From an optimization exercise on the open Yosys and OpenROAD flow, aimed at small area and a short achievable clock period; shortcuts taken in it are not production practice.
Only simulation tests tie the RTL to the original design; equivalence was not proved.
No activity file was given, so power comes from the tool's default toggle rates.

==> flow/design.v (outline; a module is shown in full before it is edited, if it fits) <==
// module twiddle_gen: 86 lines
// module cmplx_mult_scale: 2552 lines
// module pp_sel3: 11 lines
// module csa_fa: 10 lines
// module g_xnor: 7 lines
// module g_or: 7 lines
// module g_xor: 7 lines
// module g_nor: 7 lines
// module csa_ha: 9 lines
// module twiddle_mult: 32 lines
module twiddle_mult
#(
    parameter int DATA_W    = 32,
    parameter int START_CNT = 64
) (
    input  logic              clk,
    input  logic              rst_n,
    input  logic [7:0]        cnt,
    input  logic [DATA_W-1:0] data_in,
    output logic [DATA_W-1:0] data_out
);
  // ...
==> flow/flow/run.sh <==
#!/bin/bash
# Standard layout, except that the port buffers are buf_4 cells instead of the
# default choice (a slow delay buffer). Every port still gets its own buffer.
set -euo pipefail
export BUFFER_PORTS_ARGS="-buffer_cell sky130_fd_sc_hd__buf_4"
bash standard.sh finish > standard_finish.log 2>&1
==> flow/standard.sh <==
#!/bin/bash
# synth_recipe.tcl (not shown) runs the flow's synth.tcl, then flattens the netlist and writes it again
# the make line also repeats each setting of config.mk as NAME=value (left out here)
make -C /OpenROAD-flow-scripts/flow DESIGN_CONFIG=/design/flow/config.mk WORK_HOME=/design/flow/orfs CLKGATE_MAP_FILE= SYNTH_SCRIPT=/design/flow/synth_recipe.tcl "${@:-finish}"
==> flow/config.mk <==
export PLATFORM = sky130hd
export DESIGN_NAME = twiddle_mult
export DESIGN_NICKNAME = twiddle_mult
export VERILOG_FILES = /design/flow/design.v
export SDC_FILE = /design/flow/constraint.sdc
export NUM_CORES = 4
export LEC_CHECK = 0
export CAP_MARGIN = 20
export CELL_PAD_IN_SITES_DETAIL_PLACEMENT = 1
export CELL_PAD_IN_SITES_GLOBAL_PLACEMENT = 1
export CORE_MARGIN = 2
export CORE_UTILIZATION = 40
export SETUP_SLACK_MARGIN = 3.4
export SLEW_MARGIN = 20
export SYNTH_HIERARCHICAL = 1
export SYNTH_MINIMUM_KEEP_SIZE = 0
export TNS_END_PERCENT = 100
==> flow/constraint.sdc <==
create_clock -name core_clock -period 8.0 [get_ports {clk}]
set_input_delay 1.6000 -clock core_clock [delete_from_list [all_inputs] [get_ports {clk}]]
set_output_delay 1.6000 -clock core_clock [all_outputs]
set_load 0.01 [all_outputs]
==> qor.csv, run 1 <==
metric,value,unit
FF-to-FF setup slack,3820,ps
status,"complete, no violations",
setup TNS,0,ps
Hold WC Path Type,reg -> reg,
I/O Buffers,73,
reg2reg end,i_cmplx_mult_scale.im_yq[10]$_DFF_P_,
Lkg Pwr,0.006473,uW
Final Cycle Share,0.5862,
Synth Cell Area,17080,sq um
total vias in the final route,17510,
fraction of area in multi-input gates,0.6979,
Final Non-Filler Cells,2389,
Worst VDD drop,206.1,uV
die width,210.7,um
Fmax,213.2,MHz
Worst Path Buf+Inv,2,
Post-DP Area,18360,sq um
layout cells sized above 1,0.2071,
Initial Util,0.4063,
Tap Count,539,
Seq/total area,0.1125,
non-clk buf share,0.1000,
IO Pins,74,
Crit Path Class,in -> reg,
TritonCTS sink count,116,
# rows,75,
multi-input gates,1376,
==> run 2: changes to the inputs <==
==> flow/config.mk (replaced) <==
export PLATFORM = sky130hd
export DESIGN_NAME = twiddle_mult
export DESIGN_NICKNAME = twiddle_mult
export VERILOG_FILES = /design/flow/design.v
export SDC_FILE = /design/flow/constraint.sdc
export NUM_CORES = 4
export LEC_CHECK = 0
export CAP_MARGIN = 20
export CORE_MARGIN = 2
export CORE_UTILIZATION = 35
export PLACE_DENSITY = 0.4
export SETUP_SLACK_MARGIN = 3.0
export SLEW_MARGIN = 20
export SYNTH_HIERARCHICAL = 1
export SYNTH_MINIMUM_KEEP_SIZE = 0
export TNS_END_PERCENT = 100
==> qor.csv, run 2 <==
metric,value,unit,change
Initial Util,0.3563,,was 0.4063
wire per inst,32.15,um,was 33.55 um
Final Cycle Share,0.6150,,was 0.5862
total wire length,74.68,mm,was 80.15 mm
CTS Buf Count,17,,unchanged
total gr overflow,0,,unchanged
register area,2330,sq um,was 2323 sq um
"critical path, cell by cell",buf_4 > inv_1 > a222oi_1 > fa_1 > fa_1 > fa_1 > fa_1 > fa_1,,was buf_16 > clkinvlp_4 > a222oi_1 > fa_1 > fa_2 > fa_1 > fa_1 > fa_1
Pwr Density,259.1,nW/um^2,was 262.9 nW/um^2
CP startpoint kind,input port,,unchanged
arrival time at the worst endpoint,5270,ps,was 5050 ps
kind of end point of the critical path,flop,,unchanged
Die Area,50590,sq um,was 44380 sq um
Die Ht,224.9,um,was 210.7 um
Syn Area/Cell,10.62,sq um,unchanged
first-pass GRT wire length,112.3,mm,was 118.9 mm
TritonCTS sink count,116,,unchanged
antenna-violating nets left,0,,unchanged
Crit Path Class,in -> reg,,unchanged
Synthesis Warnings,8,,unchanged
hold depth,4,,unchanged
"Clk Latency, worst-skew pair",480,ps,was 490 ps
P&R area growth vs syn,11.51,%,was 20.92%
"Clk pin slew, worst setup/hold paths",70,ps,was 60 ps
Crit-path slowest cell,fa_1,,was a222oi_1
first drt pass iteration count,14,,was 22
die width,224.9,um,was 210.7 um
CTS H-tree lvls,4,,unchanged
hold_sp,i_twiddle_gen.ci_m1[5]$_SDFF_PN0_,,unchanged
# rows,80,,was 75
Synth Cell Area,17080,sq um,unchanged
initial antenna violation count,1,,unchanged
Power Total,4935,uW,was 5430 uW
IO Pins,74,,unchanged
Crit path max-delay family,adder cells,,unchanged
cell mode on critical path,fa_1,,unchanged
Final Max Tran Viols,0,,unchanged
max cap viols,0,,unchanged
Layout fillers,4790,,was 4620
Worst Path Buf+Inv,2,,unchanged
total vias in the final route,16004,,was 17510
Worst VDD drop,247.5,uV,was 206.1 uV
CP Max Fanout,21,,was 13
Hold WC Path Type,reg -> reg,,unchanged
Worst EP required,8350,ps,was 8360 ps
hold_buf cts,0,,unchanged
setup TNS,0,ps,unchanged
final setup vio count,0,,unchanged
Final Hold Fails,0,,unchanged
worst hold slack,1114,ps,was 1139 ps
Total GRT Usage,0.3009,,was 0.3648
layout cells sized above 1,0.1013,,was 0.2071
Iter 0 DRT Violations,3307,,was 4356
Fmax,203.3,MHz,was 213.2 MHz
CTS tree,built,,unchanged
drt drc,0,,unchanged
clk_skew,12.50,ps,was 11.14 ps
RSZ-0062 raised after global routing,false,,was true
RePlAce Congestion,0.8416,,was 0.9259
I/O Buffers,73,,unchanged
Hold EP,i_cmplx_mult_scale.re_xq[19]$_DFF_P_,,was i_cmplx_mult_scale.im_xq[19]$_DFF_P_
DP HPWL,48.81,mm,was 50.42 mm
cell count after synthesis,1609,,unchanged
fin util,0.3973,,was 0.4913
vias in the first global route,16864,,was 18045
cell chosen for the clock root,clkbuf_16,,unchanged
"commonest cells after routing, fill and taps aside","fa_1, a222oi_1, nor2_1",,"was a222oi_1, fa_1, buf_4"
relative slew slack,0.2756,,was 0.2449
Tightest Pin Transition,1083,ps,was 1129 ps
FF-to-FF setup slack,3950,ps,was 3820 ps
crit-path max cell delay,700,ps,was 760 ps
"most common cell after layout, fill and taps aside",fa_1,,was a222oi_1
area occupied by multi-input gates,14260,sq um,was 14420 sq um
Via density,6.889,,was 7.329
CTS max path bufs,2,,unchanged
core area,47950,sq um,was 42040 sq um
reg2reg end,i_cmplx_mult_scale.im_yq[13]$_DFF_P_,,was i_cmplx_mult_scale.im_yq[10]$_DFF_P_
NumNets Final,2075,,was 2217
Tmin final,4920,ps,was 4689 ps
R2R cell count,7,,unchanged
r2r startpoint,i_twiddle_gen.ci_p1[1]$_SDFF_PN0_,,was i_twiddle_gen.ci_m2[3]$_SDFF_PN0_
status,"complete, no violations",,unchanged
Lkg Pwr,0.005842,uW,was 0.006473 uW
pin count of the biggest net entering global routing,36,,unchanged
## run 2: power by group
part | switching, uW | leakage, uW | internal, uW | total, uW
Combinational | 1830 | 0.00460 | 1360 | 3190
Sequential | 159 | 0.000968 | 821 | 980
Clock | 317 | 0.000273 | 445 | 762
## run 2: stage by stage
| step | cell area [sq um] | setup WS, ps | cells |
|---|---|---|---|
| 2_1_floorplan | 17090 | 3202 | 1612 |
| 3_3_place_gp | 18420 | 2619 | 2285 |
| 3_5_place_dp | 18420 | 2642 | 2285 |
| 4_1_cts | 19000 | 3149 | 2317 |
| 5_1_grt | 19050 | 3005 | 2322 |
| 6_report | 19050 | 3080 | 2323 |
## run 2: repair_timing
item	in CTS	in global routing
buffers inserted	0	4
endpoints found under the setup margin	0	11
gates resized for setup	0	3
## run 2: area by class of cell
| class | instances | area share |
|---|---|---|
| Inverter | 73 | 0.01478 |
| Timing Repair Buffer | 109 | 0.04296 |
| Clock inverter | 13 | 0.006634 |
| Clock buffer | 19 | 0.02378 |
| Tap cell | 615 | 0.04040 |
| Multi-Input combinational cell | 1376 | 0.7486 |
| Sequential cell | 116 | 0.1223 |
| Timing Repair inverter | 1 | 0.0003941 |
| Antenna cell | 1 | 0.0001314 |
## run 2: worst max path at each step
stage,start,endpoint,slack (ps),cells after the start
2_1_floorplan,data_in[31],i_cmplx_mult_scale.re_yq[11]$_DFF_P_,3200,8
5_1_grt,data_in[25],i_cmplx_mult_scale.re_yq[12]$_DFF_P_,3010,8
4_1_cts,data_in[8],i_cmplx_mult_scale.im_yq[9]$_DFF_P_,3150,8
6_report,data_in[25],i_cmplx_mult_scale.im_yq[11]$_DFF_P_,3080,8
3_5_place_dp,data_in[27],i_cmplx_mult_scale.re_yq[8]$_DFF_P_,2640,8
3_3_place_gp,data_in[8],i_cmplx_mult_scale.im_yq[8]$_DFF_P_,2620,8
## run 2: metal layers
| metal | up-vias | share of wire | GRT usage |
|---|---|---|---|
| li1 | 6611 | - | - |
| met2 | 1016 | 0.45 | 0.4537 |
| met3 | 128 | 0.10 | 0.06245 |
| met1 | 8247 | 0.42 | 0.4158 |
| met4 | 2 | 0.032 | 0.1354 |
| met5 | - | 0.00011 | 0 |
## run 2: worst min-delay path: cells and delay by family (launching register included)
kind                       cells  cell delay, ps
and+or+nand+nor                1             160
buffers and inverters          1             260
adders and majority gates      2             340
DFF                            1             300
==> run 3: changes to the inputs <==
--- a/flow/config.mk
+++ b/flow/config.mk
@@ -9,7 +9,7 @@
 export CORE_MARGIN = 2
 export CORE_UTILIZATION = 35
 export PLACE_DENSITY = 0.4
-export SETUP_SLACK_MARGIN = 3.0
+export SETUP_SLACK_MARGIN = 3.4
 export SLEW_MARGIN = 20
 export SYNTH_HIERARCHICAL = 1
 export SYNTH_MINIMUM_KEEP_SIZE = 0
==> qor.csv, run 3 <==
metric,value,unit,change
Worst VDD drop,235.9,uV,was 247.5 uV
hold_buf cts,0,,unchanged
Total GRT Usage,0.3051,,was 0.3009
clk_skew,24.29,ps,was 12.50 ps
diodes inserted,0,,was 1
RSZ-0062 raised after global routing,true,,was false
FF-to-FF setup slack,4020,ps,was 3950 ps
IO Pins,74,,unchanged
CP startpoint kind,input port,,unchanged
status,"complete, no violations",,unchanged
drt drc,0,,unchanged
setup TNS,0,ps,unchanged
initial antenna violation count,0,,was 1
Pwr Density,255.1,nW/um^2,was 259.1 nW/um^2
wire per inst,31.65,um,was 32.15 um
Via density,6.767,,was 6.889
"Clk Latency, worst-skew pair",480,ps,about the same
Top Usage Layer GRT,met2,,unchanged
max cap viols,0,,unchanged
CTS Buf Count,17,,unchanged
Synthesis Warnings,8,,unchanged
Die Ht,224.9,um,unchanged
DP HPWL,49.16,mm,was 48.81 mm
RePlAce Congestion,0.8405,,was 0.8416
Layout fillers,4702,,was 4790
arrival time at the worst endpoint,4970,ps,was 5270 ps
P&R area growth vs syn,18.83,%,was 11.51%
# rows,80,,unchanged
final setup vio count,0,,unchanged
core area,47950,sq um,unchanged
total wire length,76.89,mm,was 74.68 mm
Final Hold Fails,0,,unchanged
Initial Util,0.3563,,unchanged
NumNets Final,2183,,was 2075
total vias in the final route,16438,,was 16004
Hold WC Path Type,reg -> reg,,unchanged
Fmax,215.9,MHz,was 203.3 MHz
routing usage on met3,0.08827,,was 0.06245
first-pass GRT wire length,113.5,mm,was 112.3 mm
Worst EP required,8340,ps,was 8350 ps
worst hold slack,1125,ps,was 1114 ps
Crit Path Class,in -> reg,,unchanged
"Clk pin slew, worst setup/hold paths",70,ps,about the same
Lkg Pwr,0.006270,uW,was 0.005842 uW
CTS tree,built,,unchanged
CTS H-tree lvls,4,,unchanged
CTS max path bufs,2,,unchanged
first drt pass iteration count,14,,unchanged
"most common cell after layout, fill and taps aside",a222oi_1,,was fa_1
M2 GR Usage,0.4585,,was 0.4537
total gr overflow,0,,unchanged
TritonCTS sink count,116,,unchanged
Syn Area/Cell,10.62,sq um,unchanged
cell count after synthesis,1609,,unchanged
relative slew slack,0.3205,,was 0.2756
Tightest Pin Transition,1015,ps,was 1083 ps
Iter 0 DRT Violations,3516,,was 3307
pin count of the biggest net entering global routing,36,,unchanged
vias in the first global route,16963,,was 16864
"commonest cells after routing, fill and taps aside","a222oi_1, fa_1, buf_4",,"was fa_1, a222oi_1, nor2_1"
I/O Buffers,73,,unchanged
Synth Cell Area,17080,sq um,unchanged
Final Cycle Share,0.5789,,was 0.6150
cell chosen for the clock root,clkbuf_16,,unchanged
die width,224.9,um,unchanged
Tmin final,4631,ps,was 4920 ps
Die Area,50590,sq um,unchanged
fin util,0.4234,,was 0.3973
kind of end point of the critical path,flop,,unchanged
CP Max Fanout,13,,was 21
layout cells sized above 1,0.1836,,was 0.1013
antenna-violating nets left,0,,unchanged
GR Layer Usage met1,0.4110,,was 0.4158
Final Max Tran Viols,0,,unchanged
-- run 3: changes by cell type in the layout (fill, tap and decap cells not counted), sizes merged --
| cell | before | now |
|---|---|---|
| buf | 109 | 199 |
| clkbuf | 19 | 22 |
| bufinv | 1 | 3 |
| clkinvlp | 7 | 47 |
| diode | 1 | 0 |
| inv | 72 | 44 |
-- run 3: power breakdown --
| group | total, uW | switching [uW] | internal [uW] |
|---|---|---|---|
| Sequential | 963 | 142 | 821 |
| Clock | 813 | 311 | 502 |
| Combinational | 3400 | 1950 | 1460 |
| Total | 5180 | 2400 | 2780 |
-- run 3: critical path: stages --
cell and delay [ps]:
buf_6 170, clkinvlp_4 120, buf_2 170, a222oi_1 420
fa_2 610, fa_1 440, fa_1 460, fa_2 550
fa_1 420
-- run 3: path summary, 6_finish.rpt --
check | startpoint | end | cells after the start
hold reg to reg | i_twiddle_gen.ci_m1[5]$_SDFF_PN0_ | i_cmplx_mult_scale.re_xq[19]$_DFF_P_ | 4
setup reg to reg | i_twiddle_gen.ci_p1[0]$_SDFF_PN0_ | i_cmplx_mult_scale.im_yq[12]$_DFF_P_ | 8
setup / recovery | data_in[24] | i_cmplx_mult_scale.im_yq[12]$_DFF_P_ | 9
hold / removal | i_twiddle_gen.ci_m1[5]$_SDFF_PN0_ | i_cmplx_mult_scale.re_xq[19]$_DFF_P_ | 4
-- run 3: final cells by class --
class / count / area [sq um] / area share
repair buffers: 199 / 1744 / 0.08592
clock inverters: 9 / 127.6 / 0.006287
flip-flops and latches: 116 / 2326 / 0.1146
well taps: 615 / 769.5 / 0.03791
multi-input cells: 1376 / 14360 / 0.7076
clock buffers: 22 / 464.2 / 0.02287
repair inverters: 19 / 125.1 / 0.006164
inverters: 73 / 379.1 / 0.01868
-- run 3: what timing repair did --
item                       in CTS  in global routing
pin swaps                      28                 68
resized for setup              44                 77
cloned                         16                  3
setup endpoints to repair      48                 55
setup buffers                  45                 46
-- run 3: stage by stage --
| stage | setup WS (ps) | cells | power, uW | area [sq um] |
|---|---|---|---|---|
| floorplan | 3377 | 1612 | 3121 | 17110 |
| global placement | 2383 | 2288 | 4226 | 18450 |
| detailed placement | 2447 | 2288 | 4222 | 18450 |
| CTS | 3392 | 2380 | 5132 | 19650 |
| global route | 3299 | 2429 | 5671 | 20300 |
| finish | 3369 | 2429 | 5178 | 20300 |
-- run 3: metal layers --
| metal | part of all wire | vias to the layer above | wire [um] |
|---|---|---|---|
| met4 | 0.031 | 0 | 2390 |
| met3 | 0.12 | 140 | 9053 |
| met5 | 0 | - | 0 |
| met1 | 0.41 | 8303 | 31590 |
| li1 | - | 6830 | - |
| met2 | 0.44 | 1165 | 33850 |
==> module twiddle_gen, before the edit <==
module twiddle_gen (
    input  logic        clk,
    input  logic        rst_n,
    input  logic [7:0]  cnt,
    output logic [5:0]  cr_m2,
    output logic [5:0]  cr_m1,
    output logic [5:0]  cr_p1,
    output logic [5:0]  ci_m2,
    output logic [5:0]  ci_m1,
    output logic [5:0]  ci_p1
);
    logic [4:0] pos;
    logic [4:0] idx_d;
    assign pos = cnt[4:0];
    always_comb begin
        case (cnt[7:5])
            3'd2: idx_d = pos;
            3'd3: idx_d = {pos[3:0], 1'b0};
            3'd4: idx_d = {pos[2:0], 2'b0};
            3'd5: idx_d = {pos[1:0], 3'b0};
            3'd6: idx_d = {pos[0], 4'b0};
            default: idx_d = 5'd0;
        endcase
    end
    logic [31:0] oh;
    assign oh = 32'd1 << idx_d;
    logic [5:0] cr_m2_d;
    assign cr_m2_d[0] = |(oh & 32'h00880810);
    assign cr_m2_d[1] = |(oh & 32'h0adc76a0);
    assign cr_m2_d[2] = |(oh & 32'h002a8880);
    assign cr_m2_d[3] = |(oh & 32'h08909220);
    assign cr_m2_d[4] = |(oh & 32'h00e01c00);
    assign cr_m2_d[5] = |(oh & 32'h00000000);
    logic [5:0] cr_m1_d;
    assign cr_m1_d[0] = |(oh & 32'h414250ea);
    assign cr_m1_d[1] = |(oh & 32'h35220006);
    assign cr_m1_d[2] = |(oh & 32'h27002014);
    assign cr_m1_d[3] = |(oh & 32'h04424118);
    assign cr_m1_d[4] = |(oh & 32'h001c03c0);
    assign cr_m1_d[5] = |(oh & 32'hff000000);
    logic [5:0] cr_p1_d;
    assign cr_p1_d[0] = |(oh & 32'h10202200);
    assign cr_p1_d[1] = |(oh & 32'hc0008958);
    assign cr_p1_d[2] = |(oh & 32'h50405368);
    assign cr_p1_d[3] = |(oh & 32'h312424c0);
    assign cr_p1_d[4] = |(oh & 32'h0f00e000);
    assign cr_p1_d[5] = |(oh & 32'h00001fff);
    logic [5:0] ci_m2_d;
    assign ci_m2_d[0] = |(oh & 32'h22000088);
    assign ci_m2_d[1] = |(oh & 32'h76a00adc);
    assign ci_m2_d[2] = |(oh & 32'ha800002a);
    assign ci_m2_d[3] = |(oh & 32'h12200890);
    assign ci_m2_d[4] = |(oh & 32'h0e0000e0);
    assign ci_m2_d[5] = |(oh & 32'h00000000);
    logic [5:0] ci_m1_d;
    assign ci_m1_d[0] = |(oh & 32'h85044142);
    assign ci_m1_d[1] = |(oh & 32'h89583522);
    assign ci_m1_d[2] = |(oh & 32'h01c82700);
    assign ci_m1_d[3] = |(oh & 32'h84400442);
    assign ci_m1_d[4] = |(oh & 32'h7000001c);
    assign ci_m1_d[5] = |(oh & 32'h01ffff00);
    logic [5:0] ci_p1_d;
    assign ci_p1_d[0] = |(oh & 32'h08101020);
    assign ci_p1_d[1] = |(oh & 32'h0006c000);
    assign ci_p1_d[2] = |(oh & 32'h04145040);
    assign ci_p1_d[3] = |(oh & 32'h49183124);
    assign ci_p1_d[4] = |(oh & 32'h01e00f00);
    assign ci_p1_d[5] = |(oh & 32'h00000000);
    always_ff @(posedge clk) begin
        if (!rst_n) begin
            cr_m2 <= 6'd0;
            cr_m1 <= 6'd0;
            cr_p1 <= 6'd32;
            ci_m2 <= 6'd0;
            ci_m1 <= 6'd0;
            ci_p1 <= 6'd0;
        end else begin
            cr_m2 <= cr_m2_d;
            cr_m1 <= cr_m1_d;
            cr_p1 <= cr_p1_d;
            ci_m2 <= ci_m2_d;
            ci_m1 <= ci_m1_d;
            ci_p1 <= ci_p1_d;
        end
    end
endmodule
==> run 4: changes to the inputs <==
--- a/flow/design.v
+++ b/flow/design.v
@@ -34,67 +34,49 @@
             default: idx_d = 5'd0;
         endcase
     end
-    logic [31:0] oh;
-    assign oh = 32'd1 << idx_d;
-    logic [5:0] cr_m2_d;
-    assign cr_m2_d[0] = |(oh & 32'h00880810);
-    assign cr_m2_d[1] = |(oh & 32'h0adc76a0);
-    assign cr_m2_d[2] = |(oh & 32'h002a8880);
-    assign cr_m2_d[3] = |(oh & 32'h08909220);
-    assign cr_m2_d[4] = |(oh & 32'h00e01c00);
-    assign cr_m2_d[5] = |(oh & 32'h00000000);
-    logic [5:0] cr_m1_d;
-    assign cr_m1_d[0] = |(oh & 32'h414250ea);
-    assign cr_m1_d[1] = |(oh & 32'h35220006);
-    assign cr_m1_d[2] = |(oh & 32'h27002014);
-    assign cr_m1_d[3] = |(oh & 32'h04424118);
-    assign cr_m1_d[4] = |(oh & 32'h001c03c0);
-    assign cr_m1_d[5] = |(oh & 32'hff000000);
-    logic [5:0] cr_p1_d;
-    assign cr_p1_d[0] = |(oh & 32'h10202200);
-    assign cr_p1_d[1] = |(oh & 32'hc0008958);
-    assign cr_p1_d[2] = |(oh & 32'h50405368);
-    assign cr_p1_d[3] = |(oh & 32'h312424c0);
-    assign cr_p1_d[4] = |(oh & 32'h0f00e000);
-    assign cr_p1_d[5] = |(oh & 32'h00001fff);
-    logic [5:0] ci_m2_d;
-    assign ci_m2_d[0] = |(oh & 32'h22000088);
-    assign ci_m2_d[1] = |(oh & 32'h76a00adc);
-    assign ci_m2_d[2] = |(oh & 32'ha800002a);
-    assign ci_m2_d[3] = |(oh & 32'h12200890);
-    assign ci_m2_d[4] = |(oh & 32'h0e0000e0);
-    assign ci_m2_d[5] = |(oh & 32'h00000000);
-    logic [5:0] ci_m1_d;
-    assign ci_m1_d[0] = |(oh & 32'h85044142);
-    assign ci_m1_d[1] = |(oh & 32'h89583522);
-    assign ci_m1_d[2] = |(oh & 32'h01c82700);
-    assign ci_m1_d[3] = |(oh & 32'h84400442);
-    assign ci_m1_d[4] = |(oh & 32'h7000001c);
-    assign ci_m1_d[5] = |(oh & 32'h01ffff00);
-    logic [5:0] ci_p1_d;
-    assign ci_p1_d[0] = |(oh & 32'h08101020);
-    assign ci_p1_d[1] = |(oh & 32'h0006c000);
-    assign ci_p1_d[2] = |(oh & 32'h04145040);
-    assign ci_p1_d[3] = |(oh & 32'h49183124);
-    assign ci_p1_d[4] = |(oh & 32'h01e00f00);
-    assign ci_p1_d[5] = |(oh & 32'h00000000);
+    logic [4:0] idx_q;
     always_ff @(posedge clk) begin
-        if (!rst_n) begin
-            cr_m2 <= 6'd0;
-            cr_m1 <= 6'd0;
-            cr_p1 <= 6'd32;
-            ci_m2 <= 6'd0;
-            ci_m1 <= 6'd0;
-            ci_p1 <= 6'd0;
-        end else begin
-            cr_m2 <= cr_m2_d;
-            cr_m1 <= cr_m1_d;
-            cr_p1 <= cr_p1_d;
-            ci_m2 <= ci_m2_d;
-            ci_m1 <= ci_m1_d;
-            ci_p1 <= ci_p1_d;
-        end
+        if (!rst_n) idx_q <= 5'd0;
+        else        idx_q <= idx_d;
     end
+    logic [31:0] oh;
+    assign oh = 32'd1 << idx_q;
+    assign cr_m2[0] = |(oh & 32'h00880810);
+    assign cr_m2[1] = |(oh & 32'h0adc76a0);
+    assign cr_m2[2] = |(oh & 32'h002a8880);
+    assign cr_m2[3] = |(oh & 32'h08909220);
+    assign cr_m2[4] = |(oh & 32'h00e01c00);
+    assign cr_m2[5] = |(oh & 32'h00000000);
+    assign cr_m1[0] = |(oh & 32'h414250ea);
+    assign cr_m1[1] = |(oh & 32'h35220006);
+    assign cr_m1[2] = |(oh & 32'h27002014);
+    assign cr_m1[3] = |(oh & 32'h04424118);
+    assign cr_m1[4] = |(oh & 32'h001c03c0);
+    assign cr_m1[5] = |(oh & 32'hff000000);
+    assign cr_p1[0] = |(oh & 32'h10202200);
+    assign cr_p1[1] = |(oh & 32'hc0008958);
+    assign cr_p1[2] = |(oh & 32'h50405368);
+    assign cr_p1[3] = |(oh & 32'h312424c0);
+    assign cr_p1[4] = |(oh & 32'h0f00e000);
+    assign cr_p1[5] = |(oh & 32'h00001fff);
+    assign ci_m2[0] = |(oh & 32'h22000088);
+    assign ci_m2[1] = |(oh & 32'h76a00adc);
+    assign ci_m2[2] = |(oh & 32'ha800002a);
+    assign ci_m2[3] = |(oh & 32'h12200890);
+    assign ci_m2[4] = |(oh & 32'h0e0000e0);
+    assign ci_m2[5] = |(oh & 32'h00000000);
+    assign ci_m1[0] = |(oh & 32'h85044142);
+    assign ci_m1[1] = |(oh & 32'h89583522);
+    assign ci_m1[2] = |(oh & 32'h01c82700);
+    assign ci_m1[3] = |(oh & 32'h84400442);
+    assign ci_m1[4] = |(oh & 32'h7000001c);
+    assign ci_m1[5] = |(oh & 32'h01ffff00);
+    assign ci_p1[0] = |(oh & 32'h08101020);
+    assign ci_p1[1] = |(oh & 32'h0006c000);
+    assign ci_p1[2] = |(oh & 32'h04145040);
+    assign ci_p1[3] = |(oh & 32'h49183124);
+    assign ci_p1[4] = |(oh & 32'h01e00f00);
+    assign ci_p1[5] = |(oh & 32'h00000000);
 endmodule
 module cmplx_mult_scale (
     input  logic        clk,
--- a/flow/config.mk
+++ b/flow/config.mk
@@ -9,7 +9,7 @@
 export CORE_MARGIN = 2
 export CORE_UTILIZATION = 35
 export PLACE_DENSITY = 0.4
-export SETUP_SLACK_MARGIN = 3.4
+export SETUP_SLACK_MARGIN = 3.0
 export SLEW_MARGIN = 20
 export SYNTH_HIERARCHICAL = 1
 export SYNTH_MINIMUM_KEEP_SIZE = 0
==> qor.csv, run 4 <==
metric,value,unit,change
Die Area,47700,sq um,was 50590 sq um
Syn Area/Cell,10.57,sq um,was 10.62 sq um
DP HPWL,48.72,mm,was 49.16 mm
r2r startpoint,i_twiddle_gen.idx_q[3]$_SDFF_PN0_,,was i_twiddle_gen.ci_p1[0]$_SDFF_PN0_
Hold WC Path Type,in -> reg,,was reg -> reg
total vias in the final route,15446,,was 16438
hold depth,1,,was 4
Layout fillers,4531,,was 4702
cell count after synthesis,1522,,was 1609
reg2reg end,i_cmplx_mult_scale.im_yq[4]$_DFF_P_,,was i_cmplx_mult_scale.im_yq[12]$_DFF_P_
"most common cell after layout, fill and taps aside",fa_1,,was a222oi_1
Tightest Pin Transition,1031,ps,was 1015 ps
initial antenna violation count,0,,unchanged
Crit-path slowest cell,a222oi_1,,was fa_2
core area,45380,sq um,was 47950 sq um
P&R area growth vs syn,15.48,%,was 18.83%
combinational power share,0.723,,was 0.657
register area,1767,sq um,was 2326 sq um
Initial Util,0.3546,,was 0.3563
Tmin final,4951,ps,was 4631 ps
hold_buf cts,0,,unchanged
CTS max path bufs,2,,unchanged
arrival time at the worst endpoint,5220,ps,was 4970 ps
"critical path, cell by cell",buf_4 > inv_1 > a222oi_1 > fa_1 > fa_1 > fa_1 > fa_1 > fa_1,,was buf_6 > clkinvlp_4 > buf_2 > a222oi_1 > fa_2 > fa_1 > fa_1 > fa_2 > fa_1
Worst Path Buf+Inv,2,,was 3
total gr overflow,0,,unchanged
total net switching power,2235,uW,was 2400 uW
switching share of total power,0.4982,,was 0.4634
Synthesis Warnings,8,,unchanged
Via density,6.822,,was 6.767
CTS Buf Count,9,,was 17
Pwr Density,241.5,nW/um^2,was 255.1 nW/um^2
worst hold slack,1335,ps,was 1125 ps
I/O Buffers,73,,unchanged
vias in the first global route,16065,,was 16963
first drt pass iteration count,12,,was 14
first-pass GRT wire length,108.0,mm,was 113.5 mm
status,"complete, no violations",,unchanged
RSZ-0062 raised after global routing,true,,unchanged
RePlAce Congestion,0.8300,,was 0.8405
Fmax,202.0,MHz,was 215.9 MHz
cell chosen for the clock root,clkbuf_16,,unchanged
CP startpoint kind,input port,,unchanged
Worst EP required,8270,ps,was 8340 ps
hold_sp,rst_n,,was i_twiddle_gen.ci_m1[5]$_SDFF_PN0_
total wire length,73.18,mm,was 76.89 mm
Final Max Tran Viols,0,,unchanged
drt drc,0,,unchanged
Synth Cell Area,16090,sq um,was 17080 sq um
layout cells sized above 1,0.1497,,was 0.1836
IO Pins,74,,unchanged
Final Cycle Share,0.6188,,was 0.5789
pin count of the biggest net entering global routing,41,,was 36
NumNets Final,2039,,was 2183
antenna-violating nets left,0,,unchanged
die width,218.4,um,was 224.9 um
Hold EP,i_cmplx_mult_scale.live_q$_DFF_P_,,was i_cmplx_mult_scale.re_xq[19]$_DFF_P_
R2R cell count,12,,was 8
Final Hold Fails,0,,unchanged
relative slew slack,0.3126,,was 0.3205
wire per inst,32.32,um,was 31.65 um
Placed Cells,2198,,was 2288
Total GRT Usage,0.3058,,was 0.3051
Crit path max-delay family,adder cells,,unchanged
final setup vio count,0,,unchanged
internal power,2251,uW,was 2778 uW
CP Max Fanout,21,,was 13
Iter 0 DRT Violations,3312,,was 3516
# rows,78,,was 80
"Clk pin slew, worst setup/hold paths",70,ps,about the same
"Clk Latency, worst-skew pair",410,ps,was 480 ps
crit-path max cell delay,560,ps,was 610 ps
sequential power share,0.178,,was 0.186
cell mode on critical path,fa_1,,unchanged
max cap viols,0,,unchanged
"commonest cells after routing, fill and taps aside","fa_1, a222oi_1, buf_4",,"was a222oi_1, fa_1, buf_4"
Worst VDD drop,212.5,uV,was 235.9 uV
Lkg Pwr,0.005675,uW,was 0.006270 uW
setup TNS,0,ps,unchanged
CTS H-tree lvls,3,,was 4
kind of end point of the critical path,flop,,unchanged
Crit Path Class,in -> reg,,unchanged
CTS tree,built,,unchanged
FF-to-FF setup slack,3180,ps,was 4020 ps
Die Ht,218.4,um,was 224.9 um
TritonCTS sink count,88,,was 116
Final Non-Filler Cells,2264,,was 2429
clk_skew,11.22,ps,was 24.29 ps
area occupied by multi-input gates,14100,sq um,was 14360 sq um
clock group share of total power,0.099,,was 0.157
[run 4: cell types whose count changed in the layout (fill, tap and decap cells not counted), moves of 10 or more]
cell,previous run,this run
nor2_1,126,115
nand2_1,83,68
buf_6,12,2
fa_1,296,321
clkinvlp_4,40,26
buf_4,165,147
a21oi_1,73,61
fa_2,25,0
inv_1,43,53
dfxtp_1,113,86
[run 4: cell type report]
cell class,instances,share of cell area
clock buffers,14,0.01475
repair buffers,156,0.06760
repair inverters,11,0.003905
flip-flops and latches,88,0.09508
multi-input cells,1318,0.7589
inverters,74,0.01858
well taps,600,0.04040
diodes,1,0.0001347
clock inverters,2,0.0006734
[run 4: per-stage QoR]
stage | power [uW] | cell area (sq um) | utilization | worst slack [ps]
finish | 4487 | 18580 | 0.4095 | 3049
global route | 4937 | 18580 | 0.4094 | 2994
CTS | 4499 | 18030 | 0.3974 | 3023
detailed placement | 4005 | 17710 | 0.3902 | 2351
global placement | 3997 | 17670 | 0.3894 | 2224
floorplan | 2866 | 16140 | - | 3038
[run 4: worst max path at each step]
stage / start / endpoint / slack (ps) / depth (start not counted)
after floorplan: i_twiddle_gen.idx_q[3]$_SDFF_PN0_ / i_cmplx_mult_scale.im_yq[10]$_DFF_P_ / 3040 / 11
after global placement: i_twiddle_gen.idx_q[1]$_SDFF_PN0_ / i_cmplx_mult_scale.re_yq[13]$_DFF_P_ / 2220 / 13
after detailed placement: i_twiddle_gen.idx_q[1]$_SDFF_PN0_ / i_cmplx_mult_scale.im_yq[10]$_DFF_P_ / 2350 / 11
after CTS: i_twiddle_gen.idx_q[2]$_SDFF_PN0_ / i_cmplx_mult_scale.im_yq[11]$_DFF_P_ / 3020 / 11
after global routing: data_in[18] / i_cmplx_mult_scale.im_yq[8]$_DFF_P_ / 2990 / 8
final: data_in[18] / i_cmplx_mult_scale.re_yq[7]$_DFF_P_ / 3050 / 8
[run 4: metal layers]
layer | vias up | routed length (um) | GRT usage
met3 | 133 | 8006 | 0.07432
li1 | 6359 | - | -
met4 | 0 | 2551 | 0.1066
met2 | 1031 | 32750 | 0.4783
met5 | - | 0 | 0
met1 | 7923 | 29870 | 0.4120
[run 4: repair_timing]
action                     CTS  global route
pin swaps                    0            15
gates cloned                 0            11
resized for setup           11            36
setup buffers                0            38
setup endpoints to repair   72            50
[run 4: power by group through the flow]
stage	logic, uW	registers (uW)	clock network, uW
2_1_floorplan	2090	776	0
3_3_place_gp	3190	806	0
3_5_place_dp	3200	804	0
4_1_cts	3240	798	459
5_1_grt	3650	821	470
6_report	3240	797	446

==> what the ideal ports hide <==
In the flow no input, the clock included, has a driving cell. The finished layouts below were timed again as built, in two steps.
Step 1, drivers: a clkbuf_16 drives clk and a buf_2 each remaining input, both assumed.
Step 2, shift: input delay + t, output delay - t, t = (earliest + latest rising clock arrival at the registers) / 2. This alone moves slack from input paths to output paths.
Slacks: no drivers / after step 1 / after step 2; pairs: no drivers / after step 1.
| run | t, ns | slack for setup (ns) | slew at the worst register clock pin (ns) |
|---|---|---|---|
| run 1 | 0.542 | 3.311 / 3.274 / 2.732 | 0.06 / 0.06 |
| run 2 | 0.534 | 3.080 / 3.115 / 2.581 | 0.07 / 0.07 |
| run 3 | 0.530 | 3.369 / 3.323 / 2.792 | 0.08 / 0.08 |
| run 4 | 0.455 | 3.049 / 3.080 / 2.625 | 0.08 / 0.08 |
After both steps setup and hold are still met in every run listed. For run 1, which loses most, drivers alone change the setup slack by -0.037 ns; drivers and shift together by -0.579 ns.
